Background: an optimization exercise with open tools, aiming at small area, a short achievable clock period and few clock cycles per item. Do not read the settings as production practice.
Function was checked by simulation only, so behaviour that the tests miss may differ from the original.

--- flow/design.v ---
`timescale 1ns / 1ps
module gscm_front (
   input  logic         clock,
   input  logic         reset,
   input  logic         csr_we,
   input  logic [2:0]   csr_index,
   input  logic [31:0]  csr_wdata,
   input  logic         in_acc,
   input  logic [7:0]   in_level,
   output logic         out_valid,
   output logic [23:0]  out_ca,      
   output logic [23:0]  out_cb,      
   output logic [7:0]   out_pa,      
   output logic [7:0]   out_pb,      
   output logic [7:0]   out_lvl,
   output logic         out_last     
);
   logic [2:0]   cnt_ff;
   logic [191:0] stops_ff;
   logic         wr_ff;
   logic [2:0]   wr_idx_ff;
   logic [31:0]  wr_data_ff;
   logic         l_valid_ff;
   logic [7:0]   l_level_ff;
   logic [5:1]   in_use, below, run;
   logic [5:0]   sel;
   logic         last;
   logic [31:0]  sa, sb;
   logic         r_valid_ff;
   logic [31:0]  r_sa_ff, r_sb_ff;
   logic [7:0]   r_lvl_ff;
   logic         r_last_ff;
   always_ff @(posedge clock) begin
      wr_ff      <= csr_we && !reset;
      wr_idx_ff  <= csr_index;
      wr_data_ff <= csr_wdata;
   end
   logic [6:0]  reg_en;
   logic [31:0] dat0, dat1;
   always_comb begin
      for (int i = 0; i < 7; i++) begin
         reg_en[i] = reset || (wr_ff && (wr_idx_ff == 3'(i)));
      end
      dat0 = reset ? 32'd0 : wr_data_ff;
      dat1 = reset ? 32'hFFFF_FFFF : wr_data_ff;
   end
   always_ff @(posedge clock) begin
      if (reg_en[0]) cnt_ff <= reset ? 3'd2 : wr_data_ff[2:0];
      for (int i = 0; i < 6; i++) begin
         if (reg_en[i+1]) stops_ff[i*32 +: 32] <= (i == 1) ? dat1 : dat0;
      end
   end
   always_ff @(posedge clock) begin
      l_valid_ff <= in_acc && !reset;
      l_level_ff <= in_level;
   end
   always_comb begin
      for (int i = 1; i < 6; i++) begin
         in_use[i] = (cnt_ff > 3'(i));
         below[i]  = in_use[i] && (stops_ff[i*32 + 24 +: 8] < l_level_ff);
      end
      run[1] = below[1];
      for (int i = 2; i < 6; i++) run[i] = run[i-1] && below[i];
      sel[0] = !run[1];
      for (int i = 1; i < 5; i++) sel[i] = run[i] && !run[i+1];
      sel[5] = run[5];
      last = run[5] || !in_use[1];
      for (int i = 1; i < 5; i++) begin
         if (run[i] && !in_use[i+1]) last = 1'b1;
      end
      sa = '0;
      sb = '0;
      for (int i = 0; i < 6; i++) begin
         sa = sa | ({32{sel[i]}} & stops_ff[i*32 +: 32]);
      end
      for (int i = 0; i < 5; i++) begin
         sb = sb | ({32{sel[i]}} & stops_ff[(i+1)*32 +: 32]);
      end
   end
   always_ff @(posedge clock) begin
      r_valid_ff <= l_valid_ff && !reset;
      r_sa_ff    <= sa;
      r_sb_ff    <= sb;
      r_lvl_ff   <= l_level_ff;
      r_last_ff  <= last;
   end
   assign out_valid = r_valid_ff;
   assign out_ca    = r_sa_ff[23:0];
   assign out_cb    = r_sb_ff[23:0];
   assign out_pa    = r_sa_ff[31:24];
   assign out_pb    = r_sb_ff[31:24];
   assign out_lvl   = r_lvl_ff;
   assign out_last  = r_last_ff;
endmodule
`timescale 1ns / 1ps
module gscm_queue #(
   parameter int DEPTH = 6
) (
   input  logic         clock,
   input  logic         reset,
   input  logic         in_valid,
   input  logic [23:0]  in_data,
   output logic         out_valid,
   input  logic         out_ready,
   output logic [23:0]  out_data
);
   localparam int CW = $clog2(DEPTH + 1);
   logic [23:0]      slot_ff [DEPTH];
   logic [DEPTH-1:0] wr_ff, rd_ff;
   logic [CW-1:0]    cnt_ff;
   logic             head_v_ff;
   logic [23:0]      head_ff;
   logic             head_free, fifo_empty, take_fifo, take_in, push;
   logic [23:0]      fifo_head;
   always_comb begin
      fifo_empty = (cnt_ff == '0);
      head_free  = !head_v_ff || out_ready;
      take_fifo  = head_free && !fifo_empty;
      take_in    = head_free && fifo_empty && in_valid;
      push       = in_valid && !take_in;
      fifo_head  = '0;
      for (int i = 0; i < DEPTH; i++) begin
         fifo_head = fifo_head | ({24{rd_ff[i]}} & slot_ff[i]);
      end
   end
   always_ff @(posedge clock) begin
      if (reset) begin
         head_v_ff <= 1'b0;
         cnt_ff    <= '0;
         wr_ff     <= DEPTH'(1);
         rd_ff     <= DEPTH'(1);
      end else begin
         if (head_free) head_v_ff <= !fifo_empty || in_valid;
         if (push && !take_fifo) cnt_ff <= cnt_ff + CW'(1);
         else if (take_fifo && !push) cnt_ff <= cnt_ff - CW'(1);
         if (push) wr_ff <= {wr_ff[DEPTH-2:0], wr_ff[DEPTH-1]};
         if (take_fifo) rd_ff <= {rd_ff[DEPTH-2:0], rd_ff[DEPTH-1]};
      end
   end
   always_ff @(posedge clock) begin
      if (take_fifo) head_ff <= fifo_head;
      else if (take_in) head_ff <= in_data;
   end
   always_ff @(posedge clock) begin
      for (int i = 0; i < DEPTH; i++) begin
         if (push && wr_ff[i]) slot_ff[i] <= in_data;
      end
   end
   assign out_valid = head_v_ff;
   assign out_data  = head_ff;
endmodule
`timescale 1ns / 1ps
module gscm_back (
   input  logic         clock,
   input  logic         reset,
   input  logic         in_valid,
   input  logic [23:0]  in_ca,
   input  logic [23:0]  in_cb,
   input  logic [7:0]   in_pa,
   input  logic [7:0]   in_pb,
   input  logic [7:0]   in_lvl,
   input  logic         in_last,
   output logic         out_valid,
   output logic [23:0]  out_rgb      
);
   logic        interp;
   logic [7:0]  span, dlt, rdlt;
   logic [23:0] base, dif, wgt;
   always_comb begin
      interp = !in_last && (in_pb > in_pa);
      span   = 8'd1;
      dlt    = 8'd0;
      rdlt   = 8'd1;
      if (interp) begin
         span = in_pb - in_pa;
         if (in_lvl > in_pa) begin
            dlt  = in_lvl - in_pa;
            rdlt = in_pb - in_lvl;
         end else begin
            rdlt = in_pb - in_pa;
         end
      end
      for (int c = 0; c < 3; c++) begin
         logic [8:0] ba, ab;
         ba = {1'b0, in_cb[c*8 +: 8]} - {1'b0, in_ca[c*8 +: 8]};
         ab = {1'b0, in_ca[c*8 +: 8]} - {1'b0, in_cb[c*8 +: 8]};
         if (!ba[8]) begin
            base[c*8 +: 8] = in_ca[c*8 +: 8];
            dif[c*8 +: 8]  = ba[7:0];
            wgt[c*8 +: 8]  = dlt;
         end else begin
            base[c*8 +: 8] = in_cb[c*8 +: 8];
            dif[c*8 +: 8]  = ab[7:0];
            wgt[c*8 +: 8]  = rdlt;
         end
      end
   end
   logic [95:0] rows;
   for (genvar c = 0; c < 3; c++) begin : g_mul
      gscm_mul8h u_mul (
         .a    (dif[c*8 +: 8]),
         .b    (wgt[c*8 +: 8]),
         .h    (span[7:1]),
         .row0 (rows[c*32 +: 16]),
         .row1 (rows[c*32 + 16 +: 16])
      );
   end
   logic        p_valid;
   logic [7:0]  p_span;
   logic [23:0] p_base;
   logic [95:0] p_rows;
   always_ff @(posedge clock) begin
      p_valid <= in_valid && !reset;
      p_span  <= span;
      p_base  <= base;
      p_rows  <= rows;
   end
   localparam int SW = 1 + 8 + 72;
   function automatic logic [SW-1:0] div_step(input logic [SW-1:0] st);
      logic [8:0] x;
      logic [8:0] diff;
      div_step = st;
      for (int c = 0; c < 3; c++) begin
         x    = {st[c*24 + 8 +: 8], st[c*24 + 7]};
         diff = x - {1'b0, st[79:72]};
         div_step[c*24 + 8 +: 8] = diff[8] ? x[7:0] : diff[7:0];
         div_step[c*24 +: 8]     = {st[c*24 +: 7], !diff[8]};
      end
   endfunction
   logic [SW-1:0] n0, s0, s2, s4, s6;
   logic [SW-1:0] d1, d3, d5, d7;
   always_comb begin
      n0 = {p_valid, p_span, 72'd0};
      for (int c = 0; c < 3; c++) begin
         n0[c*24 +: 24] = {p_base[c*8 +: 8], p_rows[c*32 +: 16] + p_rows[c*32 + 16 +: 16]};
      end
   end
   assign s0 = div_step(n0);
   always_ff @(posedge clock) d1 <= {s0[SW-1] && !reset, s0[SW-2:0]};
   assign s2 = div_step(div_step(d1));
   always_ff @(posedge clock) d3 <= {s2[SW-1] && !reset, s2[SW-2:0]};
   assign s4 = div_step(div_step(d3));
   always_ff @(posedge clock) d5 <= {s4[SW-1] && !reset, s4[SW-2:0]};
   assign s6 = div_step(div_step(d5));
   always_ff @(posedge clock) d7 <= {s6[SW-1] && !reset, s6[SW-2:0]};
   always_comb begin
      for (int c = 0; c < 3; c++) begin
         logic [8:0] x;
         logic [8:0] diff;
         logic [7:0] q_hi, sum0, sum1;
         x    = {d7[c*24 + 8 +: 8], d7[c*24 + 7]};
         diff = x - {1'b0, d7[79:72]};
         q_hi = {d7[c*24 +: 7], 1'b0};
         sum0 = d7[c*24 + 16 +: 8] + q_hi;
         sum1 = d7[c*24 + 16 +: 8] + (q_hi | 8'd1);
         out_rgb[c*8 +: 8] = diff[8] ? sum0 : sum1;
      end
   end
   assign out_valid = d7[SW-1];
endmodule
module gscm_mul8h (
   input  logic [7:0]  a,
   input  logic [7:0]  b,
   input  logic [6:0]  h,
   output logic [15:0] row0,
   output logic [15:0] row1
);
   logic [7:0] pp [8];
   always_comb begin
      for (int i = 0; i < 8; i++) pp[i] = a & {8{b[i]}};
   end
   logic c2;
   logic c4;
   logic c6;
   logic c8;
   logic c10;
   logic c12;
   logic c14;
   logic c16;
   logic c18;
   logic c20;
   logic c22;
   logic c24;
   logic c26;
   logic c28;
   logic c30;
   logic c32;
   logic c34;
   logic c36;
   logic c38;
   logic c40;
   logic c42;
   logic c44;
   logic c46;
   logic c48;
   logic c50;
   logic c52;
   logic c54;
   logic c56;
   logic c58;
   logic c60;
   logic c62;
   logic c64;
   logic c66;
   logic c68;
   logic c70;
   logic c72;
   logic c74;
   logic c76;
   logic c78;
   logic c80;
   logic c82;
   logic c84;
   logic c86;
   logic c88;
   logic c90;
   logic c92;
   logic c94;
   logic c96;
   logic s1;
   logic s3;
   logic s5;
   logic s7;
   logic s9;
   logic s11;
   logic s13;
   logic s15;
   logic s17;
   logic s19;
   logic s21;
   logic s23;
   logic s25;
   logic s27;
   logic s29;
   logic s31;
   logic s33;
   logic s35;
   logic s37;
   logic s39;
   logic s41;
   logic s43;
   logic s45;
   logic s47;
   logic s49;
   logic s51;
   logic s53;
   logic s55;
   logic s57;
   logic s59;
   logic s61;
   logic s63;
   logic s65;
   logic s67;
   logic s69;
   logic s71;
   logic s73;
   logic s75;
   logic s77;
   logic s79;
   logic s81;
   logic s83;
   logic s85;
   logic s87;
   logic s89;
   logic s91;
   logic s93;
   logic s95;
   assign s1 = pp[0][5] ^ pp[1][4];
   assign c2 = pp[0][5] & pp[1][4];
   assign s3 = pp[0][6] ^ pp[1][5] ^ pp[2][4];
   assign c4 = (pp[0][6] & pp[1][5]) | (pp[0][6] & pp[2][4]) | (pp[1][5] & pp[2][4]);
   assign s5 = pp[3][3] ^ pp[4][2];
   assign c6 = pp[3][3] & pp[4][2];
   assign s7 = pp[0][7] ^ pp[1][6] ^ pp[2][5];
   assign c8 = (pp[0][7] & pp[1][6]) | (pp[0][7] & pp[2][5]) | (pp[1][6] & pp[2][5]);
   assign s9 = pp[3][4] ^ pp[4][3] ^ pp[5][2];
   assign c10 = (pp[3][4] & pp[4][3]) | (pp[3][4] & pp[5][2]) | (pp[4][3] & pp[5][2]);
   assign s11 = pp[1][7] ^ pp[2][6] ^ pp[3][5];
   assign c12 = (pp[1][7] & pp[2][6]) | (pp[1][7] & pp[3][5]) | (pp[2][6] & pp[3][5]);
   assign s13 = pp[4][4] ^ pp[5][3];
   assign c14 = pp[4][4] & pp[5][3];
   assign s15 = pp[2][7] ^ pp[3][6] ^ pp[4][5];
   assign c16 = (pp[2][7] & pp[3][6]) | (pp[2][7] & pp[4][5]) | (pp[3][6] & pp[4][5]);
   assign s17 = pp[0][3] ^ pp[1][2];
   assign c18 = pp[0][3] & pp[1][2];
   assign s19 = pp[0][4] ^ pp[1][3] ^ pp[2][2];
   assign c20 = (pp[0][4] & pp[1][3]) | (pp[0][4] & pp[2][2]) | (pp[1][3] & pp[2][2]);
   assign s21 = pp[3][1] ^ pp[4][0];
   assign c22 = pp[3][1] & pp[4][0];
   assign s23 = pp[2][3] ^ pp[3][2] ^ pp[4][1];
   assign c24 = (pp[2][3] & pp[3][2]) | (pp[2][3] & pp[4][1]) | (pp[3][2] & pp[4][1]);
   assign s25 = pp[5][0] ^ h[5] ^ s1;
   assign c26 = (pp[5][0] & h[5]) | (pp[5][0] & s1) | (h[5] & s1);
   assign s27 = pp[5][1] ^ pp[6][0] ^ h[6];
   assign c28 = (pp[5][1] & pp[6][0]) | (pp[5][1] & h[6]) | (pp[6][0] & h[6]);
   assign s29 = c2 ^ s3 ^ s5;
   assign c30 = (c2 & s3) | (c2 & s5) | (s3 & s5);
   assign s31 = pp[6][1] ^ pp[7][0] ^ c4;
   assign c32 = (pp[6][1] & pp[7][0]) | (pp[6][1] & c4) | (pp[7][0] & c4);
   assign s33 = c6 ^ s7 ^ s9;
   assign c34 = (c6 & s7) | (c6 & s9) | (s7 & s9);
   assign s35 = pp[6][2] ^ pp[7][1] ^ c8;
   assign c36 = (pp[6][2] & pp[7][1]) | (pp[6][2] & c8) | (pp[7][1] & c8);
   assign s37 = c10 ^ s11 ^ s13;
   assign c38 = (c10 & s11) | (c10 & s13) | (s11 & s13);
   assign s39 = pp[5][4] ^ pp[6][3] ^ pp[7][2];
   assign c40 = (pp[5][4] & pp[6][3]) | (pp[5][4] & pp[7][2]) | (pp[6][3] & pp[7][2]);
   assign s41 = c12 ^ c14 ^ s15;
   assign c42 = (c12 & c14) | (c12 & s15) | (c14 & s15);
   assign s43 = pp[3][7] ^ pp[4][6] ^ pp[5][5];
   assign c44 = (pp[3][7] & pp[4][6]) | (pp[3][7] & pp[5][5]) | (pp[4][6] & pp[5][5]);
   assign s45 = pp[6][4] ^ pp[7][3] ^ c16;
   assign c46 = (pp[6][4] & pp[7][3]) | (pp[6][4] & c16) | (pp[7][3] & c16);
   assign s47 = pp[4][7] ^ pp[5][6] ^ pp[6][5];
   assign c48 = (pp[4][7] & pp[5][6]) | (pp[4][7] & pp[6][5]) | (pp[5][6] & pp[6][5]);
   assign s49 = pp[0][2] ^ pp[1][1];
   assign c50 = pp[0][2] & pp[1][1];
   assign s51 = pp[2][1] ^ pp[3][0] ^ h[3];
   assign c52 = (pp[2][1] & pp[3][0]) | (pp[2][1] & h[3]) | (pp[3][0] & h[3]);
   assign s53 = h[4] ^ c18 ^ s19;
   assign c54 = (h[4] & c18) | (h[4] & s19) | (c18 & s19);
   assign s55 = c20 ^ c22 ^ s23;
   assign c56 = (c20 & c22) | (c20 & s23) | (c22 & s23);
   assign s57 = c24 ^ c26 ^ s27;
   assign c58 = (c24 & c26) | (c24 & s27) | (c26 & s27);
   assign s59 = c28 ^ c30 ^ s31;
   assign c60 = (c28 & c30) | (c28 & s31) | (c30 & s31);
   assign s61 = c32 ^ c34 ^ s35;
   assign c62 = (c32 & c34) | (c32 & s35) | (c34 & s35);
   assign s63 = c36 ^ c38 ^ s39;
   assign c64 = (c36 & c38) | (c36 & s39) | (c38 & s39);
   assign s65 = c40 ^ c42 ^ s43;
   assign c66 = (c40 & c42) | (c40 & s43) | (c42 & s43);
   assign s67 = pp[7][4] ^ c44 ^ c46;
   assign c68 = (pp[7][4] & c44) | (pp[7][4] & c46) | (c44 & c46);
   assign s69 = pp[5][7] ^ pp[6][6] ^ pp[7][5];
   assign c70 = (pp[5][7] & pp[6][6]) | (pp[5][7] & pp[7][5]) | (pp[6][6] & pp[7][5]);
   assign s71 = pp[0][1] ^ pp[1][0];
   assign c72 = pp[0][1] & pp[1][0];
   assign s73 = pp[2][0] ^ h[2] ^ s49;
   assign c74 = (pp[2][0] & h[2]) | (pp[2][0] & s49) | (h[2] & s49);
   assign s75 = s17 ^ c50 ^ s51;
   assign c76 = (s17 & c50) | (s17 & s51) | (c50 & s51);
   assign s77 = s21 ^ c52 ^ s53;
   assign c78 = (s21 & c52) | (s21 & s53) | (c52 & s53);
   assign s79 = s25 ^ c54 ^ s55;
   assign c80 = (s25 & c54) | (s25 & s55) | (c54 & s55);
   assign s81 = s29 ^ c56 ^ s57;
   assign c82 = (s29 & c56) | (s29 & s57) | (c56 & s57);
   assign s83 = s33 ^ c58 ^ s59;
   assign c84 = (s33 & c58) | (s33 & s59) | (c58 & s59);
   assign s85 = s37 ^ c60 ^ s61;
   assign c86 = (s37 & c60) | (s37 & s61) | (c60 & s61);
   assign s87 = s41 ^ c62 ^ s63;
   assign c88 = (s41 & c62) | (s41 & s63) | (c62 & s63);
   assign s89 = s45 ^ c64 ^ s65;
   assign c90 = (s45 & c64) | (s45 & s65) | (c64 & s65);
   assign s91 = s47 ^ c66 ^ s67;
   assign c92 = (s47 & c66) | (s47 & s67) | (c66 & s67);
   assign s93 = c48 ^ c68 ^ s69;
   assign c94 = (c48 & c68) | (c48 & s69) | (c68 & s69);
   assign s95 = pp[6][7] ^ pp[7][6] ^ c70;
   assign c96 = (pp[6][7] & pp[7][6]) | (pp[6][7] & c70) | (pp[7][6] & c70);
   assign row0 = {1'b0, pp[7][7], c94, c92, c90, c88, c86, c84, c82, c80, c78, c76, c74, c72, h[1], pp[0][0]};
   assign row1 = {1'b0, c96, s95, s93, s91, s89, s87, s85, s83, s81, s79, s77, s75, s73, s71, h[0]};
endmodule
`timescale 1ns / 1ps
module gradient_stop_colormap_unit (
   input  logic         clock,
   input  logic         reset,
   input  logic         csr_we,
   input  logic [2:0]   csr_index,
   input  logic [31:0]  csr_wdata,
   input  logic         req_tvalid,
   output logic         req_tready,
   input  logic [7:0]   req_tdata,    
   output logic         rsp_tvalid,
   input  logic         rsp_tready,
   output logic [23:0]  rsp_tdata     
);
   localparam int QDEPTH = 8;
   localparam int CAP    = QDEPTH + 1;    
   localparam int CW     = $clog2(CAP + 1);
   logic        acc, pop;
   logic [CW-1:0] cnt_ff, cnt_in;
   logic        rdy_ff;
   logic        f_valid, f_last;
   logic [23:0] f_ca, f_cb;
   logic [7:0]  f_pa, f_pb, f_lvl;
   logic        b_valid;
   logic [23:0] b_rgb;
   logic [23:0] q_data;
   assign acc = req_tvalid && rdy_ff;
   assign pop = rsp_tvalid && rsp_tready;
   always_comb begin
      cnt_in = cnt_ff;
      if (acc && !pop) cnt_in = cnt_ff + CW'(1);
      else if (pop && !acc) cnt_in = cnt_ff - CW'(1);
   end
   always_ff @(posedge clock) begin
      if (reset) begin
         cnt_ff <= '0;
         rdy_ff <= 1'b1;
      end else begin
         cnt_ff <= cnt_in;
         rdy_ff <= (cnt_in < CW'(CAP));
      end
   end
   assign req_tready = rdy_ff;
   gscm_front u_front (
      .clock     (clock),
      .reset     (reset),
      .csr_we    (csr_we),
      .csr_index (csr_index),
      .csr_wdata (csr_wdata),
      .in_acc    (acc),
      .in_level  (req_tdata),
      .out_valid (f_valid),
      .out_ca    (f_ca),
      .out_cb    (f_cb),
      .out_pa    (f_pa),
      .out_pb    (f_pb),
      .out_lvl   (f_lvl),
      .out_last  (f_last)
   );
   gscm_back u_back (
      .clock     (clock),
      .reset     (reset),
      .in_valid  (f_valid),
      .in_ca     (f_ca),
      .in_cb     (f_cb),
      .in_pa     (f_pa),
      .in_pb     (f_pb),
      .in_lvl    (f_lvl),
      .in_last   (f_last),
      .out_valid (b_valid),
      .out_rgb   (b_rgb)
   );
   gscm_queue #(
      .DEPTH (QDEPTH)
   ) u_queue (
      .clock     (clock),
      .reset     (reset),
      .in_valid  (b_valid),
      .in_data   (b_rgb),
      .out_valid (rsp_tvalid),
      .out_ready (rsp_tready),
      .out_data  (q_data)
   );
   assign rsp_tdata = {q_data[7:0], q_data[15:8], q_data[23:16]};
endmodule
--- flow/config.mk ---
export PLATFORM = sky130hd
export DESIGN_NAME = gradient_stop_colormap_unit
export DESIGN_NICKNAME = gradient_stop_colormap_unit
export VERILOG_FILES = /design/flow/design.v
export SDC_FILE = /design/flow/constraint.sdc
export NUM_CORES = 4
export LEC_CHECK = 0
export CAP_MARGIN = 20
export CORE_MARGIN = 2
export CORE_UTILIZATION = 55
export SETUP_SLACK_MARGIN = 4.5
export SLEW_MARGIN = 20
--- flow/run.sh ---
#!/bin/bash
# synth_recipe.tcl (not shown) runs the flow's synth.tcl, then flattens the netlist and writes it again
# the make line also repeats each setting of config.mk as NAME=value (left out here)
make -C /OpenROAD-flow-scripts/flow DESIGN_CONFIG=/design/flow/config.mk WORK_HOME=/design/flow/orfs CLKGATE_MAP_FILE= SYNTH_SCRIPT=/design/flow/synth_recipe.tcl finish
--- flow/constraint.sdc ---
create_clock -name core_clock -period 9.0 [get_ports {clock}]
set_input_delay 1.8000 -clock core_clock [delete_from_list [all_inputs] [get_ports {clock}]]
set_output_delay 1.8000 -clock core_clock [all_outputs]
set_load 0.01 [all_outputs]
==> reports/summary.txt, run 1 <==
==================================================================================
Clock-pin slew on the worst setup and hold paths ....................      0.06 ns
Normalized max-slew margin ..........................................        0.350
CP max-delay cell ...................................................         fa_2
Kind of critical path ............................................... register to register
I/O pins ............................................................           74
Number of clock buffers inserted by TritonCTS .......................          103
Pin count of the biggest net entering global routing ................           78
Status ..............................................................  timing/DRC/antenna clean
Detailed-route via count ............................................        35300
Final HPWL from detailed placement ..................................     89200 um
Post-placement worst setup slack ....................................      3.35 ns
Residual overflow from global routing ...............................            0
Share of post-route cells with drive strength above 1 ...............        0.197
Filler Cells Inserted ...............................................         7090
Latest clock arrival within the worst-skew pair .....................      0.72 ns
Post-detailed-route via-to-cell ratio ...............................         5.73
Final Instance Count excl. Fillers ..................................         6160
Number of maximum-capacitance violations ............................            0
Hold_buf cts ........................................................            0
Effective utilization at floorplan ..................................        0.553
Area overhead of the layout relative to synthesis ...................        19.4%
Final Net Count .....................................................         5476
Die W ...............................................................       307 um
Clock Skews .........................................................    0.0521 ns
Count of final hold-check violations ................................            0
TritonCTS clock tree ................................................         done
Number of enable flip-flop cells after synthesis ....................          411
Number of global-route vias before repair ...........................        34700
Cell area after layout ..............................................   60400 um^2
Global-route usage over all layers ..................................        0.269
Net count after synthesis ...........................................         5153
Antenna violations before repair ....................................            9
Post-DR wirelength/cell .............................................      21.0 um
Row count ...........................................................          111
Mean post-synth cell area ...........................................    11.1 um^2
Peak clock frequency supported by timing ............................      209 MHz
Actual transition at the worst max-transition pin ...................     0.948 ns
Pins Over Slew Limit ................................................            0
Hold Startpoint ..................................................... u_back.d5[41]
Crit path DAT .......................................................      5.39 ns
Drt pass-1 iters ....................................................            6
Wire length of the first global-routing pass ........................    196000 um
Final min period ....................................................      4.78 ns
RSZ-0062 raised after global routing ................................         true
Final Core Density ..................................................        0.661
Post-synthesis register bit count ...................................          997
Biggest fanout along the worst timing path ..........................            7
Routability Congestion ..............................................        0.883
Post-Route Setup TNS ................................................         0 ns
Final worst slack ...................................................      4.22 ns
Crit end category ...................................................     register
Origin of the worst setup path ...................................... u_front.r_sb_ff[8]
Fraction of the cycle the final worst path needs ....................        0.531
Netlist cell types ..................................................           84
Syn Inst Count ......................................................         4562
Async set-reset flop share out of synthesis .........................            0
Worst Path Required .................................................      9.62 ns
Worst path max stage delay ..........................................      0.53 ns
Maximum level of the CTS H-tree .....................................            3
Remaining number of nets flagged by the antenna check after routing .            0
Die ar. .............................................................   94400 um^2
Post-Place Cells ....................................................         5730
Minimum hold slack ..................................................     0.315 ns
Worst Hold Class .................................................... register to register
Core area ...........................................................   91400 um^2
Cell at the root of the clock tree ..................................    clkbuf_16
Total of warnings raised by yosys ...................................            7
Detailed-route wire length ..........................................    129000 um
Final routed DRC violation total ....................................            0
Start of the worst register-to-register path ........................ u_front.r_sb_ff[8]
Buffer levels on the longest clock path .............................            3
CP Cell Sequence .................................................... inv_2 -> ha_4 -> inv_2 -> fa_2 -> a21oi_4 -> o211ai_4 -> o41ai_4 -> buf_6 -> a211oi_4 -> o311ai_4 -> buf_12 -> xor2_4 -> buf_6 -> nand2_4 -> fa_2 -> fa_2 -> fa_2 -> inv_2 -> fa_2
Die H ...............................................................       307 um
Area of placed instances ............................................   52800 um^2
Final count of negative-setup-slack endpoints .......................            0
Kind of start point of the critical path ............................     register
Clock net sink count ................................................          997
Number of input and output port buffers inserted ....................           73
Post-synthesis instance area ........................................   50600 um^2
CP most frequent cell ...............................................         fa_2
Sequential fraction of the synthesis area ...........................        0.476
Number of DRC markers after the initial detailed-route iteration ....         2480
Main synth FF type ..................................................      dfxtp_1
==================================================================================
## logic make-up after synthesis
kind of cell | after synthesis | share of synthesized area
AND/OR/NAND/NOR | 1090 | 0.103
AO/OA/AOI/OAI | 1000 | 0.143
flip-flops | 997 | 0.476
adder cells (fa/ha/maj) | 543 | 0.159
buffers and inverters | 517 | 0.0390
XOR/XNOR | 253 | 0.0453
multiplexers | 162 | 0.0348
## cells in the mapped netlist (20+ instances only)
library cell / number / area (um^2)
mux2_2: 106 / 1190
a31oi_1: 41 / 257
nor3_1: 70 / 350
nor2b_1: 106 / 663
nor2_1: 270 / 1010
buf_2: 20 / 100
a21o_1: 114 / 856
nand3_1: 59 / 295
a22o_1: 35 / 307
clkbuf_1: 114 / 428
or2_2: 46 / 288
a2bb2oi_1: 68 / 596
and3_1: 43 / 269
nor3b_1: 21 / 158
a221o_1: 116 / 1160
fa_1: 163 / 3260
nand2b_1: 51 / 319
a22oi_1: 31 / 233
dfxtp_1: 586 / 11700
a221oi_1: 39 / 342
o21a_1: 30 / 225
o211ai_1: 23 / 173
mux2i_1: 55 / 551
edfxtp_1: 411 / 12300
a21oi_1: 227 / 1140
xor2_1: 113 / 990
o21bai_1: 20 / 150
nand2_1: 329 / 1230
xnor2_1: 130 / 1140
ha_1: 380 / 4750
inv_1: 373 / 1400
and2_1: 32 / 200
o21ai_0: 128 / 641
or3_1: 21 / 131
## area by class of cell
class                      instances  area, um^2  area share
clock inverter                    64         792      0.0131
tap                             1186        1480      0.0246
clock buffer                     129        2820      0.0467
sequential                       997       24100       0.399
timing repair buffer             353        3220      0.0533
antenna                            1        2.50   0.0000414
multi-input combinational       3052       26500       0.439
inverter                         378        1460      0.0242
## final timing paths
path / endpoint / depth (start not counted) / slack [ns]
worst max-delay path: u_back.p_rows[58] / 19 / 4.22
worst min-delay path: u_back.d7[41] / 0 / 0.31
worst max register to register: u_back.p_rows[58] / 19 / 4.22
worst min register to register: u_back.d7[41] / 0 / 0.31
## worst max-delay path, delay by kind of cell (launching register included)
kind	cells	cell delay, ns
flops	1	0.33
buf+inv	6	0.64
xor+xnor	1	0.27
fa+ha+maj	6	2.33
simple gates	1	0.05
compound gates	5	1.06
## layer usage
metal  GRT usage  part of all wire  routed length [um]
met1       0.351              0.43               55400
met2       0.447              0.48               61900
met3      0.0499             0.057                7410
met4       0.101             0.037                4750
met5           0           0.00025                  33
## layout by cell type, fill, tap and decap left out, types with 37 or more instances in the layout
cell and instances:
dfxtp_1 569, edfxtp_1 411, ha_1 351, inv_1 326, nand2_1 319, nor2_1 247, buf_4 226, a21oi_1 202
a221o_1 116, a21o_1 114, o21ai_0 113, xnor2_1 107, clkbuf_16 107, mux2_2 99, nor2b_1 98, xor2_1 97
fa_1 95, clkdlybuf4s50_1 72, a2bb2oi_1 68, fa_2 68, nor3_1 67, nand3_1 57, nand2b_1 48, or2_2 47
and3_1 42, inv_2 41, mux2i_1 39, a221oi_1 37
## registers in the layout, summed over array words and instances (netlist names), 24 cells and up
register	count
u_front.stops_ff	192
u_queue.slot_ff	192
u_back.p_rows	86
u_back.d1	81
u_back.d3	81
u_back.d5	81
u_back.d7	81
u_front.r_sa_ff	32
u_front.r_sb_ff	32
u_front.wr_data_ff	32
u_back.p_base	24
u_queue.head_ff	24
## repair_timing
item	CTS	global route
resized for setup	202	228
pin swaps	60	103
setup endpoints to repair	172	150
endpoints found under the hold margin	0	0
cloned	10	6
buffers inserted	86	133
Testbench counts, summed over its fixed seeds: cycles 18,378, items 16,000.
==> run 2, diff against run 1 <==
--- a/flow/design.v
+++ b/flow/design.v
@@ -17,11 +17,11 @@
 );
    logic [2:0]   cnt_ff;
    logic [191:0] stops_ff;
-   logic         wr_ff;
-   logic [2:0]   wr_idx_ff;
-   logic [31:0]  wr_data_ff;
-   logic         l_valid_ff;
-   logic [7:0]   l_level_ff;
+   logic         wr_en;
+   logic [2:0]   wr_idx;
+   logic [31:0]  wr_data;
+   logic         acc_v;
+   logic [7:0]   lvl;
    logic [5:1]   in_use, below, run;
    logic [5:0]   sel;
    logic         last;
@@ -30,34 +30,30 @@
    logic [31:0]  r_sa_ff, r_sb_ff;
    logic [7:0]   r_lvl_ff;
    logic         r_last_ff;
-   always_ff @(posedge clock) begin
-      wr_ff      <= csr_we && !reset;
-      wr_idx_ff  <= csr_index;
-      wr_data_ff <= csr_wdata;
-   end
+   assign wr_en      = csr_we;
+   assign wr_idx  = csr_index;
+   assign wr_data = csr_wdata;
    logic [6:0]  reg_en;
    logic [31:0] dat0, dat1;
    always_comb begin
       for (int i = 0; i < 7; i++) begin
-         reg_en[i] = reset || (wr_ff && (wr_idx_ff == 3'(i)));
+         reg_en[i] = reset || (wr_en && (wr_idx == 3'(i)));
       end
-      dat0 = reset ? 32'd0 : wr_data_ff;
-      dat1 = reset ? 32'hFFFF_FFFF : wr_data_ff;
+      dat0 = reset ? 32'd0 : wr_data;
+      dat1 = reset ? 32'hFFFF_FFFF : wr_data;
    end
    always_ff @(posedge clock) begin
-      if (reg_en[0]) cnt_ff <= reset ? 3'd2 : wr_data_ff[2:0];
+      if (reg_en[0]) cnt_ff <= reset ? 3'd2 : wr_data[2:0];
       for (int i = 0; i < 6; i++) begin
          if (reg_en[i+1]) stops_ff[i*32 +: 32] <= (i == 1) ? dat1 : dat0;
       end
    end
-   always_ff @(posedge clock) begin
-      l_valid_ff <= in_acc && !reset;
-      l_level_ff <= in_level;
-   end
+   assign acc_v = in_acc;
+   assign lvl = in_level;
    always_comb begin
       for (int i = 1; i < 6; i++) begin
          in_use[i] = (cnt_ff > 3'(i));
-         below[i]  = in_use[i] && (stops_ff[i*32 + 24 +: 8] < l_level_ff);
+         below[i]  = in_use[i] && (stops_ff[i*32 + 24 +: 8] < lvl);
       end
       run[1] = below[1];
       for (int i = 2; i < 6; i++) run[i] = run[i-1] && below[i];
@@ -78,10 +74,10 @@
       end
    end
    always_ff @(posedge clock) begin
-      r_valid_ff <= l_valid_ff && !reset;
+      r_valid_ff <= acc_v && !reset;
       r_sa_ff    <= sa;
       r_sb_ff    <= sb;
-      r_lvl_ff   <= l_level_ff;
+      r_lvl_ff   <= lvl;
       r_last_ff  <= last;
    end
    assign out_valid = r_valid_ff;
@@ -216,15 +212,43 @@
       p_rows  <= rows;
    end
    localparam int SW = 1 + 8 + 72;
+   function automatic logic [8:0] sub_step(input logic [7:0] r, input logic w,
+                                           input logic [7:0] s);
+      logic [7:0] x, g, p, g1, p1, g2, p2, g3, d;
+      logic [8:0] b;
+      x  = {r[6:0], w};
+      g  = ~x & s;
+      p  = ~(x ^ s);
+      g1 = g;
+      p1 = p;
+      for (int i = 1; i < 8; i += 2) begin
+         g1[i] = g[i] | (p[i] & g[i-1]);
+         p1[i] = p[i] & p[i-1];
+      end
+      g2 = g1;
+      p2 = p1;
+      for (int i = 0; i < 8; i++) begin
+         if (i % 4 >= 2) begin
+            g2[i] = g1[i] | (p1[i] & g1[(i/4)*4 + 1]);
+            p2[i] = p1[i] & p1[(i/4)*4 + 1];
+         end
+      end
+      g3 = g2;
+      for (int i = 4; i < 8; i++) begin
+         g3[i] = g2[i] | (p2[i] & g2[3]);
+      end
+      b = {g3, 1'b0};
+      d = x ^ s ^ b[7:0];
+      if (r[7] || !b[8]) sub_step = {1'b1, d};
+      else               sub_step = {1'b0, x};
+   endfunction
    function automatic logic [SW-1:0] div_step(input logic [SW-1:0] st);
-      logic [8:0] x;
-      logic [8:0] diff;
+      logic [8:0] qr;
       div_step = st;
       for (int c = 0; c < 3; c++) begin
-         x    = {st[c*24 + 8 +: 8], st[c*24 + 7]};
-         diff = x - {1'b0, st[79:72]};
-         div_step[c*24 + 8 +: 8] = diff[8] ? x[7:0] : diff[7:0];
-         div_step[c*24 +: 8]     = {st[c*24 +: 7], !diff[8]};
+         qr = sub_step(st[c*24 + 8 +: 8], st[c*24 + 7], st[79:72]);
+         div_step[c*24 + 8 +: 8] = qr[7:0];
+         div_step[c*24 +: 8]     = {st[c*24 +: 7], qr[8]};
       end
    endfunction
    logic [SW-1:0] n0, s0, s2, s4, s6;
@@ -245,15 +269,13 @@
    always_ff @(posedge clock) d7 <= {s6[SW-1] && !reset, s6[SW-2:0]};
    always_comb begin
       for (int c = 0; c < 3; c++) begin
-         logic [8:0] x;
-         logic [8:0] diff;
+         logic [8:0] qr;
          logic [7:0] q_hi, sum0, sum1;
-         x    = {d7[c*24 + 8 +: 8], d7[c*24 + 7]};
-         diff = x - {1'b0, d7[79:72]};
+         qr   = sub_step(d7[c*24 + 8 +: 8], d7[c*24 + 7], d7[79:72]);
          q_hi = {d7[c*24 +: 7], 1'b0};
          sum0 = d7[c*24 + 16 +: 8] + q_hi;
          sum1 = d7[c*24 + 16 +: 8] + (q_hi | 8'd1);
-         out_rgb[c*8 +: 8] = diff[8] ? sum0 : sum1;
+         out_rgb[c*8 +: 8] = qr[8] ? sum1 : sum0;
       end
    end
    assign out_valid = d7[SW-1];
@@ -478,7 +500,7 @@
    input  logic         rsp_tready,
    output logic [23:0]  rsp_tdata     
 );
-   localparam int QDEPTH = 8;
+   localparam int QDEPTH = 7;
    localparam int CAP    = QDEPTH + 1;    
    localparam int CW     = $clog2(CAP + 1);
    logic        acc, pop;
==> run 2 against run 1 <==
Against the previous run:
- still clean on timing, DRC and antenna
- clock skew grew 0.021 ns
- via count shrank 4.7%
- setup slack gained 0.12 ns
- core utilization shrank 0.19 points
- clock-buffer cell count grew 2
- critical path depth shrank 1
- non-clock buffer count shrank 53
- maximum frequency grew 2.5%
- worst hold slack lost 0.011 ns
- critical endpoint is now u_back.p_rows[88]
==> reports/summary.txt, run 2 <==
==================================================================================
Most flop-heavy register ............................................ u_front.stops_ff
Total of warnings raised by yosys ...................................            7   unchanged
Top cells by area in the synthesized netlist ........................ edfxtp_1 24%, dfxtp_1 23%, ha_1 9.4%, fa_1 8.6%, a21oi_1 3.7%   was edfxtp_1 24%, dfxtp_1 23%, ha_1 9.4%, fa_1 6.5%, inv_1 2.8%
Post-Route Setup TNS ................................................         0 ns   unchanged
Largest registers in the final layout ............................... u_front.stops_ff x192, u_queue.slot_ff x168, u_back.p_rows x86   was u_front.stops_ff x192, u_queue.slot_ff x192, u_back.p_rows x86
Normalized max-slew margin ..........................................        0.285   was 0.350
Net count after synthesis ...........................................         5068   was 5153
Remaining number of nets flagged by the antenna check after routing .            0   unchanged
Clock net sink count ................................................          925   was 997
Async set-reset flop share out of synthesis .........................            0   unchanged
Row count ...........................................................          107   was 111
Buffer levels on the longest clock path .............................            3   unchanged
Worst path max stage delay ..........................................      0.47 ns   was 0.53 ns
Cell taking the most area after synthesis ...........................     edfxtp_1   unchanged
Origin of the worst setup path ...................................... u_front.r_sa_ff[19]   was u_front.r_sb_ff[8]
Core area ...........................................................   85400 um^2   was 91400 um^2
List of most frequent post-synthesis cells .......................... 538 x dfxtp_1, 462 x inv_1, 387 x edfxtp_1   was 586 x dfxtp_1, 411 x edfxtp_1, 380 x ha_1
Post-Place Cells ....................................................         5549   was 5730
Main synth FF type ..................................................      dfxtp_1   unchanged
Drt pass-1 iters ....................................................            8   was 6
Top cell family by delay on the critical path .......................  adder cells   unchanged
Final Net Count .....................................................         5301   was 5476
Routability Congestion ..............................................        0.883   about the same
Wire length of the first global-routing pass ........................    189000 um   was 196000 um
Start of the worst register-to-register path ........................ u_front.r_sa_ff[19]   was u_front.r_sb_ff[8]
Number of DRC markers after the initial detailed-route iteration ....         2572   was 2480
Mean post-synth cell area ...........................................    10.7 um^2   was 11.1 um^2
Netlist cell types ..................................................           84   unchanged
Buf+Inv Stages, Crit Path ...........................................            6   unchanged
Global-route usage over all layers ..................................        0.276   was 0.269
Number of clock buffers inserted by TritonCTS .......................           96   was 103
Detailed-route wire length ..........................................    125000 um   was 129000 um
Die W ...............................................................       298 um   was 307 um
Filler Cells Inserted ...............................................         6729   was 7090
TritonCTS clock tree ................................................         done   unchanged
Area overhead of the layout relative to synthesis ...................        18.4%   was 19.4%
Syn Inst Count ......................................................         4456   was 4562
Number of enable flip-flop cells after synthesis ....................          387   was 411
Die H ...............................................................       298 um   was 307 um
Count of final hold-check violations ................................            0   unchanged
Crit path DAT .......................................................      5.16 ns   was 5.39 ns
Clock-pin slew on the worst setup and hold paths ....................      0.06 ns   about the same
Hold Startpoint ..................................................... u_back.d5[42]   was u_back.d5[41]
Post-detailed-route via-to-cell ratio ...............................         5.68   was 5.73
Pin count of the biggest net entering global routing ................          102   was 78
Leading cell type in the layout, fill and taps excluded .............      dfxtp_1   unchanged
Biggest fanout along the worst timing path ..........................           21   was 7
Fraction of the cycle the final worst path needs ....................        0.518   was 0.531
Worst Hold Class .................................................... register to register   unchanged
Maximum level of the CTS H-tree .....................................            3   unchanged
Kind of start point of the critical path ............................     register   unchanged
Antenna violations before repair ....................................            7   was 9
Post-DR wirelength/cell .............................................      21.2 um   was 21.0 um
Post-synthesis instance area ........................................   47500 um^2   was 50600 um^2
Final HPWL from detailed placement ..................................     84800 um   was 89200 um
Effective utilization at floorplan ..................................        0.557   was 0.553
Clock Skews .........................................................    0.0735 ns   was 0.0521 ns
Leading cell types in the layout, fill and taps excluded ............ 513 x dfxtp_1, 433 x inv_1, 387 x edfxtp_1   was 569 x dfxtp_1, 411 x edfxtp_1, 351 x ha_1
Final min period ....................................................      4.66 ns   was 4.78 ns
Peak clock frequency supported by timing ............................      215 MHz   was 209 MHz
Number of maximum-capacitance violations ............................            0   unchanged
Final Instance Count excl. Fillers ..................................         5915   was 6160
CP Cell Sequence .................................................... inv_1 -> ha_2 -> inv_1 -> o21ai_1 -> a21oi_2 -> buf_6 -> a21oi_4 -> buf_12 -> mux2_2 -> xor2_4 -> nand2_1 -> nor2_1 -> fa_1 -> fa_2 -> inv_2 -> fa_1 -> inv_1 -> fa_2   was inv_2 -> ha_4 -> inv_2 -> fa_2 -> a21oi_4 -> o211ai_4 -> o41ai_4 -> buf_6 -> a211oi_4 -> o311ai_4 -> buf_12 -> xor2_4 -> buf_6 -> nand2_4 -> fa_2 -> fa_2 -> fa_2 -> inv_2 -> fa_2
Number of flip-flops under the largest register name ................          192
Share of post-route cells with drive strength above 1 ...............        0.177   was 0.197
Residual overflow from global routing ...............................            0   unchanged
Cell at the root of the clock tree ..................................    clkbuf_16   unchanged
I/O pins ............................................................           74   unchanged
Final count of negative-setup-slack endpoints .......................            0   unchanged
Number of input and output port buffers inserted ....................           73   unchanged
CP max-delay cell ...................................................         fa_1   was fa_2
Minimum hold slack ..................................................     0.304 ns   was 0.315 ns
Pins Over Slew Limit ................................................            0   unchanged
Status ..............................................................  timing/DRC/antenna clean   unchanged
Post-synthesis register bit count ...................................          925   was 997
Worst Path Required .................................................      9.51 ns   was 9.62 ns
Number of global-route vias before repair ...........................        32600   was 34700
Crit end category ...................................................     register   unchanged
Final routed DRC violation total ....................................            0   unchanged
RSZ-0062 raised after global routing ................................         true   unchanged
Sequential fraction of the synthesis area ...........................        0.471   was 0.476
Detailed-route via count ............................................        33600   was 35300
CP most frequent cell ...............................................        inv_1   was fa_2
Actual transition at the worst max-transition pin ...................      1.06 ns   was 0.948 ns
Kind of critical path ............................................... register to register   unchanged
Hold_buf cts ........................................................            0   unchanged
Latest clock arrival within the worst-skew pair .....................      0.69 ns   was 0.72 ns
Die ar. .............................................................   88800 um^2   was 94400 um^2
Share of the synthesized area in the top cell type ..................        0.244   about the same
Most frequent cell after synthesis ..................................      dfxtp_1   unchanged
==================================================================================
[run 2: cell count changes after synthesis, sizes merged, moves of 32 or more]
cell     previous run  this run
a221o             116         0
and3               43        82
mux2              106        28
dfxtp             586       538
a2bb2oi            68         2
xnor2             135        88
xor2              118        79
a211o               7        39
inv               378       462
nor2              272       316
fa                163       205
a21o              114        82
a21oi             227       353
[run 2: per-stage QoR]
stage / cell area (um^2) / setup slack, ns / utilization
6_report: 56300 / 4.34 / 0.659
4_1_cts: 55000 / 4.38 / 0.644
3_3_place_gp: 49400 / 3.28 / 0.579
3_5_place_dp: 49400 / 3.23 / 0.579
5_1_grt: 56300 / 4.21 / 0.659
2_1_floorplan: 47500 / 4.50 / -
[run 2: path summary, 6_finish.rpt]
path / end / slack, ns / cells after the start
worst min-delay path: u_back.d7[42] / 0.30 / 0
worst max-delay path: u_back.p_rows[88] / 4.34 / 18
worst max register to register: u_back.p_rows[88] / 4.34 / 18
worst min register to register: u_back.d7[42] / 0.30 / 0
[run 2: routing by layer]
layer / GRT usage / routed length [um]
met3: 0.0387 / 6890
met4: 0.0865 / 3860
met2: 0.467 / 61000
met1: 0.366 / 53700
met5: 0 / 13
[run 2: cell type report]
type | instances | area [um^2] | share of cell area
clock buffers | 131 | 2780 | 0.0494
diodes | 1 | 2.50 | 0.0000445
repair buffers | 300 | 2760 | 0.0491
flip-flops and latches | 925 | 22400 | 0.399
multi-input cells | 2904 | 24500 | 0.436
well taps | 1144 | 1430 | 0.0254
inverters | 462 | 1740 | 0.0309
clock inverters | 48 | 612 | 0.0109
[run 2: repair_timing]
action / 4_1_cts / 5_1_grt
cloned: 10 / 3
hold endpoints to repair: 0 / 0
pin swaps: 72 / 122
buffers inserted: 120 / 53
gates resized for setup: 280 / 226
setup endpoints to repair: 234 / 175
[run 2: cell families after synthesis]
kind of cell / after synthesis / synth area share
buf+inv: 635 / 0.0512
simple gates: 1098 / 0.110
xor+xnor: 167 / 0.0309
mux: 103 / 0.0225
fa+ha+maj: 564 / 0.181
compound gates: 964 / 0.134
flops: 925 / 0.471
Testbench counts of run 2, summed over its fixed seeds: cycles 18,373, items 16,000.
==> run 3, diff against run 2 <==
--- a/flow/design.v
+++ b/flow/design.v
@@ -13,7 +13,8 @@
    output logic [7:0]   out_pa,      
    output logic [7:0]   out_pb,      
    output logic [7:0]   out_lvl,
-   output logic         out_last     
+   output logic         out_interp,  
+   output logic         out_gta      
 );
    logic [2:0]   cnt_ff;
    logic [191:0] stops_ff;
@@ -24,12 +25,12 @@
    logic [7:0]   lvl;
    logic [5:1]   in_use, below, run;
    logic [5:0]   sel;
-   logic         last;
+   logic         last, interp, gta;
    logic [31:0]  sa, sb;
    logic         r_valid_ff;
    logic [31:0]  r_sa_ff, r_sb_ff;
    logic [7:0]   r_lvl_ff;
-   logic         r_last_ff;
+   logic         r_interp_ff, r_gta_ff;
    assign wr_en      = csr_we;
    assign wr_idx  = csr_index;
    assign wr_data = csr_wdata;
@@ -64,6 +65,8 @@
       for (int i = 1; i < 5; i++) begin
          if (run[i] && !in_use[i+1]) last = 1'b1;
       end
+      interp = !last && (!sel[0] || (stops_ff[56 +: 8] > stops_ff[24 +: 8]));
+      gta    = !sel[0] || (stops_ff[24 +: 8] < lvl);
       sa = '0;
       sb = '0;
       for (int i = 0; i < 6; i++) begin
@@ -78,7 +81,8 @@
       r_sa_ff    <= sa;
       r_sb_ff    <= sb;
       r_lvl_ff   <= lvl;
-      r_last_ff  <= last;
+      r_interp_ff <= interp;
+      r_gta_ff    <= gta;
    end
    assign out_valid = r_valid_ff;
    assign out_ca    = r_sa_ff[23:0];
@@ -86,7 +90,8 @@
    assign out_pa    = r_sa_ff[31:24];
    assign out_pb    = r_sb_ff[31:24];
    assign out_lvl   = r_lvl_ff;
-   assign out_last  = r_last_ff;
+   assign out_interp = r_interp_ff;
+   assign out_gta    = r_gta_ff;
 endmodule
 `timescale 1ns / 1ps
 module gscm_queue #(
@@ -155,7 +160,8 @@
    input  logic [7:0]   in_pa,
    input  logic [7:0]   in_pb,
    input  logic [7:0]   in_lvl,
-   input  logic         in_last,
+   input  logic         in_interp,
+   input  logic         in_gta,
    output logic         out_valid,
    output logic [23:0]  out_rgb      
 );
@@ -163,13 +169,13 @@
    logic [7:0]  span, dlt, rdlt;
    logic [23:0] base, dif, wgt;
    always_comb begin
-      interp = !in_last && (in_pb > in_pa);
+      interp = in_interp;
       span   = 8'd1;
       dlt    = 8'd0;
       rdlt   = 8'd1;
       if (interp) begin
          span = in_pb - in_pa;
-         if (in_lvl > in_pa) begin
+         if (in_gta) begin
             dlt  = in_lvl - in_pa;
             rdlt = in_pb - in_lvl;
          end else begin
@@ -177,41 +183,57 @@
          end
       end
       for (int c = 0; c < 3; c++) begin
-         logic [8:0] ba, ab;
+         logic [8:0] ba;
          ba = {1'b0, in_cb[c*8 +: 8]} - {1'b0, in_ca[c*8 +: 8]};
-         ab = {1'b0, in_ca[c*8 +: 8]} - {1'b0, in_cb[c*8 +: 8]};
+         dif[c*8 +: 8] = (ba[7:0] ^ {8{ba[8]}}) + {7'd0, ba[8]};
          if (!ba[8]) begin
             base[c*8 +: 8] = in_ca[c*8 +: 8];
-            dif[c*8 +: 8]  = ba[7:0];
             wgt[c*8 +: 8]  = dlt;
          end else begin
             base[c*8 +: 8] = in_cb[c*8 +: 8];
-            dif[c*8 +: 8]  = ab[7:0];
             wgt[c*8 +: 8]  = rdlt;
          end
       end
    end
+   logic        m_valid;
+   logic [7:0]  m_span;
+   logic [23:0] m_base, m_dif, m_wgt;
+   always_ff @(posedge clock) begin
+      m_valid <= in_valid && !reset;
+      m_span  <= span;
+      m_base  <= base;
+      m_dif   <= dif;
+      m_wgt   <= wgt;
+   end
    logic [95:0] rows;
    for (genvar c = 0; c < 3; c++) begin : g_mul
       gscm_mul8h u_mul (
-         .a    (dif[c*8 +: 8]),
-         .b    (wgt[c*8 +: 8]),
-         .h    (span[7:1]),
+         .a    (m_dif[c*8 +: 8]),
+         .b    (m_wgt[c*8 +: 8]),
+         .h    (m_span[7:1]),
          .row0 (rows[c*32 +: 16]),
          .row1 (rows[c*32 + 16 +: 16])
       );
    end
-   logic        p_valid;
-   logic [7:0]  p_span;
-   logic [23:0] p_base;
-   logic [95:0] p_rows;
-   always_ff @(posedge clock) begin
-      p_valid <= in_valid && !reset;
-      p_span  <= span;
-      p_base  <= base;
-      p_rows  <= rows;
-   end
    localparam int SW = 1 + 8 + 72;
+   function automatic logic [15:0] carries16(input logic [15:0] a, input logic [15:0] b);
+      logic [15:0] gg, pp, gn, pn;
+      gg = a & b;
+      pp = a ^ b;
+      for (int l = 0; l < 4; l++) begin
+         gn = gg;
+         pn = pp;
+         for (int i = 0; i < 16; i++) begin
+            if ((i >> l) % 2 == 1) begin
+               gn[i] = gg[i] | (pp[i] & gg[((i >> l) << l) - 1]);
+               pn[i] = pp[i] & pp[((i >> l) << l) - 1];
+            end
+         end
+         gg = gn;
+         pp = pn;
+      end
+      carries16 = {gg[14:0], 1'b0};
+   endfunction
    function automatic logic [8:0] sub_step(input logic [7:0] r, input logic w,
                                            input logic [7:0] s);
       logic [7:0] x, g, p, g1, p1, g2, p2, g3, d;
@@ -251,34 +273,52 @@
          div_step[c*24 +: 8]     = {st[c*24 +: 7], qr[8]};
       end
    endfunction
-   logic [SW-1:0] n0, s0, s2, s4, s6;
-   logic [SW-1:0] d1, d3, d5, d7;
+   logic [SW-1:0] n0, s1, s3, s5, s6;
+   logic [SW-1:0] d0, d2, d4, d6;
    always_comb begin
-      n0 = {p_valid, p_span, 72'd0};
+      n0 = {m_valid, m_span, 72'd0};
       for (int c = 0; c < 3; c++) begin
-         n0[c*24 +: 24] = {p_base[c*8 +: 8], p_rows[c*32 +: 16] + p_rows[c*32 + 16 +: 16]};
+         logic [15:0] r0, r1;
+         r0 = rows[c*32 +: 16];
+         r1 = rows[c*32 + 16 +: 16];
+         n0[c*24 +: 24] = {m_base[c*8 +: 8], r0 ^ r1 ^ carries16(r0, r1)};
       end
    end
-   assign s0 = div_step(n0);
-   always_ff @(posedge clock) d1 <= {s0[SW-1] && !reset, s0[SW-2:0]};
-   assign s2 = div_step(div_step(d1));
-   always_ff @(posedge clock) d3 <= {s2[SW-1] && !reset, s2[SW-2:0]};
-   assign s4 = div_step(div_step(d3));
-   always_ff @(posedge clock) d5 <= {s4[SW-1] && !reset, s4[SW-2:0]};
-   assign s6 = div_step(div_step(d5));
-   always_ff @(posedge clock) d7 <= {s6[SW-1] && !reset, s6[SW-2:0]};
+   always_ff @(posedge clock) d0 <= {n0[SW-1] && !reset, n0[SW-2:0]};
+   assign s1 = div_step(div_step(d0));
+   always_ff @(posedge clock) d2 <= {s1[SW-1] && !reset, s1[SW-2:0]};
+   assign s3 = div_step(div_step(d2));
+   always_ff @(posedge clock) d4 <= {s3[SW-1] && !reset, s3[SW-2:0]};
+   assign s5 = div_step(div_step(d4));
+   always_ff @(posedge clock) d6 <= {s5[SW-1] && !reset, s5[SW-2:0]};
+   assign s6 = div_step(d6);
    always_comb begin
       for (int c = 0; c < 3; c++) begin
          logic [8:0] qr;
-         logic [7:0] q_hi, sum0, sum1;
-         qr   = sub_step(d7[c*24 + 8 +: 8], d7[c*24 + 7], d7[79:72]);
-         q_hi = {d7[c*24 +: 7], 1'b0};
-         sum0 = d7[c*24 + 16 +: 8] + q_hi;
-         sum1 = d7[c*24 + 16 +: 8] + (q_hi | 8'd1);
-         out_rgb[c*8 +: 8] = qr[8] ? sum1 : sum0;
+         logic [7:0] ba, qh, g, p, gg, pp, gn, pn;
+         qr = sub_step(s6[c*24 + 8 +: 8], s6[c*24 + 7], s6[79:72]);
+         ba = s6[c*24 + 16 +: 8];
+         qh = {s6[c*24 +: 7], 1'b0};
+         g  = ba & qh;
+         p  = ba ^ qh;
+         gg = g;
+         pp = p;
+         for (int l = 0; l < 3; l++) begin
+            gn = gg;
+            pn = pp;
+            for (int i = 0; i < 8; i++) begin
+               if ((i >> l) % 2 == 1) begin
+                  gn[i] = gg[i] | (pp[i] & gg[((i >> l) << l) - 1]);
+                  pn[i] = pp[i] & pp[((i >> l) << l) - 1];
+               end
+            end
+            gg = gn;
+            pp = pn;
+         end
+         out_rgb[c*8 +: 8] = p ^ ({gg[6:0], 1'b0} | ({pp[6:0], 1'b1} & {8{qr[8]}}));
       end
    end
-   assign out_valid = d7[SW-1];
+   assign out_valid = d6[SW-1];
 endmodule
 module gscm_mul8h (
    input  logic [7:0]  a,
@@ -506,7 +546,7 @@
    logic        acc, pop;
    logic [CW-1:0] cnt_ff, cnt_in;
    logic        rdy_ff;
-   logic        f_valid, f_last;
+   logic        f_valid, f_interp, f_gta;
    logic [23:0] f_ca, f_cb;
    logic [7:0]  f_pa, f_pb, f_lvl;
    logic        b_valid;
@@ -543,7 +583,8 @@
       .out_pa    (f_pa),
       .out_pb    (f_pb),
       .out_lvl   (f_lvl),
-      .out_last  (f_last)
+      .out_interp (f_interp),
+      .out_gta   (f_gta)
    );
    gscm_back u_back (
       .clock     (clock),
@@ -554,7 +595,8 @@
       .in_pa     (f_pa),
       .in_pb     (f_pb),
       .in_lvl    (f_lvl),
-      .in_last   (f_last),
+      .in_interp (f_interp),
+      .in_gta    (f_gta),
       .out_valid (b_valid),
       .out_rgb   (b_rgb)
    );
==> run 3 against run 2 <==
Against the previous run:
- via count fell by 11%
- register-to-register slack improved by 0.32 ns
- routed wire length fell by 9.3%
- non-clock buffer count fell by 107
- area after synthesis fell by 4.9%
- clock-buffer cell count fell by 13
- global-route usage fell by 0.77 points
- synthesized cell count fell by 12%
==> reports/summary.txt, run 3 <==
==================================================================================
Number of input and output port buffers inserted ....................           73   unchanged
Total of warnings raised by yosys ...................................            7   unchanged
Final HPWL from detailed placement ..................................     80000 um   was 84800 um
Leading cell types in the layout, fill and taps excluded ............ 489 x dfxtp_1, 401 x inv_1, 387 x edfxtp_1   was 513 x dfxtp_1, 433 x inv_1, 387 x edfxtp_1
I/O pins ............................................................           74   unchanged
Pin count of the biggest net entering global routing ................          102   unchanged
Post-detailed-route via-to-cell ratio ...............................         5.70   was 5.68
Filler Cells Inserted ...............................................         6415   was 6729
Cell at the root of the clock tree ..................................    clkbuf_16   unchanged
Final count of negative-setup-slack endpoints .......................            0   unchanged
Clock Skews .........................................................    0.0484 ns   was 0.0735 ns
Area of placed instances ............................................   47100 um^2   was 49400 um^2
Worst hold path endpoint ............................................ u_back.d2[69]   was u_back.d7[42]
Crit path DAT .......................................................      4.88 ns   was 5.16 ns
Buffer levels on the longest clock path .............................            3   unchanged
Die W ...............................................................       291 um   was 298 um
Pins Over Slew Limit ................................................            0   unchanged
Hold_buf cts ........................................................            0   unchanged
Number of global-route vias before repair ...........................        31200   was 32600
Remaining number of nets flagged by the antenna check after routing .            0   unchanged
RSZ-0062 raised after global routing ................................         true   unchanged
Worst Path Required .................................................      9.52 ns   was 9.51 ns
Row count ...........................................................          105   was 107
Number of enable flip-flop cells after synthesis ....................          387   unchanged
Largest registers in the final layout ............................... u_front.stops_ff x192, u_queue.slot_ff x168   was u_front.stops_ff x192, u_queue.slot_ff x168, u_back.p_rows x86
Hold Startpoint ..................................................... u_back.d0[69]   was u_back.d5[42]
Mean post-synth cell area ...........................................    11.5 um^2   was 10.7 um^2
Min-Delay Path Depth ................................................            0   unchanged
Number of clock buffers inserted by TritonCTS .......................           93   was 96
Syn Inst Count ......................................................         3922   was 4456
Number of flip-flops under the largest register name ................          192   unchanged
Detailed-route wire length ..........................................    114000 um   was 125000 um
Die ar. .............................................................   84500 um^2   was 88800 um^2
Normalized max-slew margin ..........................................        0.294   was 0.285
Residual overflow from global routing ...............................            0   unchanged
Post-Route Setup TNS ................................................         0 ns   unchanged
Clock net sink count ................................................          890   was 925
Share of the synthesized area in the top cell type ..................        0.257   was 0.244
Latest clock arrival within the worst-skew pair .....................      0.67 ns   was 0.69 ns
Final Net Count .....................................................         4715   was 5301
Count of final hold-check violations ................................            0   unchanged
Post-synthesis register bit count ...................................          890   was 925
Worst r2r dst ....................................................... u_back.d6[9]   was u_back.p_rows[88]
Drt pass-1 iters ....................................................            5   was 8
Global-route usage over all layers ..................................        0.268   was 0.276
Peak clock frequency supported by timing ............................      229 MHz   was 215 MHz
Post-DR wirelength/cell .............................................      21.6 um   was 21.2 um
Netlist cell types ..................................................           76   was 84
Worst Hold Class .................................................... register to register   unchanged
Status ..............................................................  timing/DRC/antenna clean   unchanged
Leading cell type in the layout, fill and taps excluded .............      dfxtp_1   unchanged
Fraction of the cycle the final worst path needs ....................        0.485   was 0.518
Net count after synthesis ...........................................         4529   was 5068
Main synth FF type ..................................................      dfxtp_1   unchanged
Final min period ....................................................      4.36 ns   was 4.66 ns
Clock-pin slew on the worst setup and hold paths ....................      0.06 ns   about the same
Sequential fraction of the synthesis area ...........................        0.480   was 0.471
Cell area after layout ..............................................   51800 um^2   was 56300 um^2
Number of maximum-capacitance violations ............................            0   unchanged
Most flop-heavy register ............................................ u_front.stops_ff   unchanged
Start of the worst register-to-register path ........................ u_back.d4[72]   was u_front.r_sa_ff[19]
Actual transition at the worst max-transition pin ...................      1.06 ns   about the same
Kind of start point of the critical path ............................   input port   was register
List of most frequent post-synthesis cells .......................... 503 x dfxtp_1, 402 x inv_1, 387 x edfxtp_1   was 538 x dfxtp_1, 462 x inv_1, 387 x edfxtp_1
Kind of critical path ............................................... input port to register   was register to register
Maximum level of the CTS H-tree .....................................            3   unchanged
Wire length of the first global-routing pass ........................    176000 um   was 189000 um
Number of DRC markers after the initial detailed-route iteration ....         1744   was 2572
Core area ...........................................................   81700 um^2   was 85400 um^2
Final routed DRC violation total ....................................            0   unchanged
Most frequent cell after synthesis ..................................      dfxtp_1   unchanged
Crit end category ...................................................     register   unchanged
Async set-reset flop share out of synthesis .........................            0   unchanged
TritonCTS clock tree ................................................         done   unchanged
Top cells by area in the synthesized netlist ........................ edfxtp_1 26%, dfxtp_1 22%, ha_1 9.8%, fa_1 9.1%, inv_1 3.3%   was edfxtp_1 24%, dfxtp_1 23%, ha_1 9.4%, fa_1 8.6%, a21oi_1 3.7%
Biggest fanout along the worst timing path ..........................           18   was 21
Effective utilization at floorplan ..................................        0.553   was 0.557
Share of post-route cells with drive strength above 1 ...............        0.119   was 0.177
Slack of the worst reg-to-reg path ..................................      4.66 ns   was 4.34 ns
Cell taking the most area after synthesis ...........................     edfxtp_1   unchanged
Die H ...............................................................       291 um   was 298 um
Worst Reg-to-Reg Cells ..............................................           22   was 18
Post-synthesis instance area ........................................   45200 um^2   was 47500 um^2
Antenna violations before repair ....................................            2   was 7
Detailed-route via count ............................................        30000   was 33600
Number of antenna cells inserted ....................................            0   was 1
Routability Congestion ..............................................        0.872   was 0.883
Minimum hold slack ..................................................     0.301 ns   was 0.304 ns
Area overhead of the layout relative to synthesis ...................        14.7%   was 18.4%
==================================================================================
[run 3: cell count changes after synthesis, sizes merged, moves of 44 or more]
cell and change:
clkbuf -47, and3 -73, a221o +65, nand3 -45, and2 +102, inv -60
nand2 -44, nor2 -135, a21oi -229
[run 3: worst max path at each step]
stage                   from                endpoint  depth (start not counted)  slack, ns
2_1_floorplan  u_back.d6[72]  u_queue.slot_ff[0][21]                         20       4.62
3_3_place_gp    req_tdata[6]     u_front.r_sb_ff[25]                         12       3.23
3_5_place_dp    req_tdata[6]     u_front.r_sb_ff[30]                         12       3.21
4_1_cts         req_tdata[2]     u_front.r_sa_ff[30]                         12       4.50
5_1_grt        u_back.d0[72]           u_back.d2[35]                         22       4.43
6_report        req_tdata[1]     u_front.r_sb_ff[30]                         11       4.64
[run 3: logic make-up (layout without fill, tap and decap cells)]
family / after synthesis / count (layout) / synth area share
fa+ha+maj: 559 / 559 / 0.189
xor+xnor: 169 / 169 / 0.0328
flops: 890 / 890 / 0.480
compound gates: 805 / 811 / 0.130
buf+inv: 514 / 771 / 0.0437
simple gates: 835 / 838 / 0.0910
mux: 150 / 150 / 0.0341
[run 3: area by class of cell]
type / count / area, um^2 / area share
well taps: 1070 / 1340 / 0.0258
inverters: 403 / 1510 / 0.0292
repair buffers: 193 / 1730 / 0.0334
clock inverters: 57 / 741 / 0.0143
multi-input cells: 2527 / 22200 / 0.428
clock buffers: 118 / 2580 / 0.0499
flip-flops and latches: 890 / 21700 / 0.419
[run 3: routing by layer]
layer / part of all wire / GRT usage / vias up
met4: 0.026 / 0.0749 / 0
met1: 0.43 / 0.344 / 14900
li1: - / - / 14200
met3: 0.038 / 0.0275 / 171
met2: 0.51 / 0.480 / 662
met5: 0 / 0 / -
[run 3: worst max-delay path: stages]
cell	delay [ns]
clkdlybuf4s50_1	0.47
inv_1	0.15
ha_1	0.34
a21o_1	0.17
a21oi_1	0.32
o21ai_0	0.26
a211oi_4	0.34
buf_4	0.43
nor2_4	0.09
buf_12	0.18
a221o_1	0.31
[run 3: repair_timing]
item                       CTS  global route
setup endpoints to repair  323           288
cloned                       4             5
gates resized for setup     79            81
pin swaps                   20            43
hold endpoints to repair     0             0
setup buffers               45            40
[run 3: metrics by stage]
| stage | util | cells | setup slack (ns) |
|---|---|---|---|
| 6_report | 0.634 | 5258 | 4.64 |
| 5_1_grt | 0.634 | 5258 | 4.43 |
| 4_1_cts | 0.626 | 5213 | 4.50 |
| 3_5_place_dp | 0.577 | 4989 | 3.21 |
| 3_3_place_gp | 0.577 | 4989 | 3.23 |
| 2_1_floorplan | - | 3922 | 4.62 |
Testbench counts of run 3, summed over its fixed seeds: cycles 18,373, items 16,000.

-- what the ideal ports hide --
In the flow no input, the clock included, has a driving cell. The finished layouts below were timed again as built, in two steps.
Step 1, drivers: a clkbuf_16 drives clock and a buf_2 each remaining input, both assumed.
Step 2 adds t to the input delays and takes it off the output delays; t is the mean of the earliest and latest rising clock arrival at the registers after step 1. Input paths then give back, and output paths get back, about the clock's delay inside the block.
Three values: ideal ports, drivers, drivers and shift; two values: the first two.
run | shift t [ns] | slack for setup (ns) | worst setup path after step 2 | clock arrival spread, ns | worst data-port slew with drivers (ns)
run 1 | 0.763 | 4.225 / 4.225 / 4.225 | register to register | 0.052 / 0.052 | 0.04
run 2 | 0.730 | 4.341 / 4.341 / 3.965 | input to register | 0.074 / 0.073 | 0.05
run 3 | 0.711 | 4.638 / 4.664 / 3.965 | input to register | 0.049 / 0.049 | 0.05
After both steps every run listed still meets setup and hold. For run 3, which loses most, drivers alone change the setup slack by +0.026 ns; drivers and shift together by -0.673 ns.
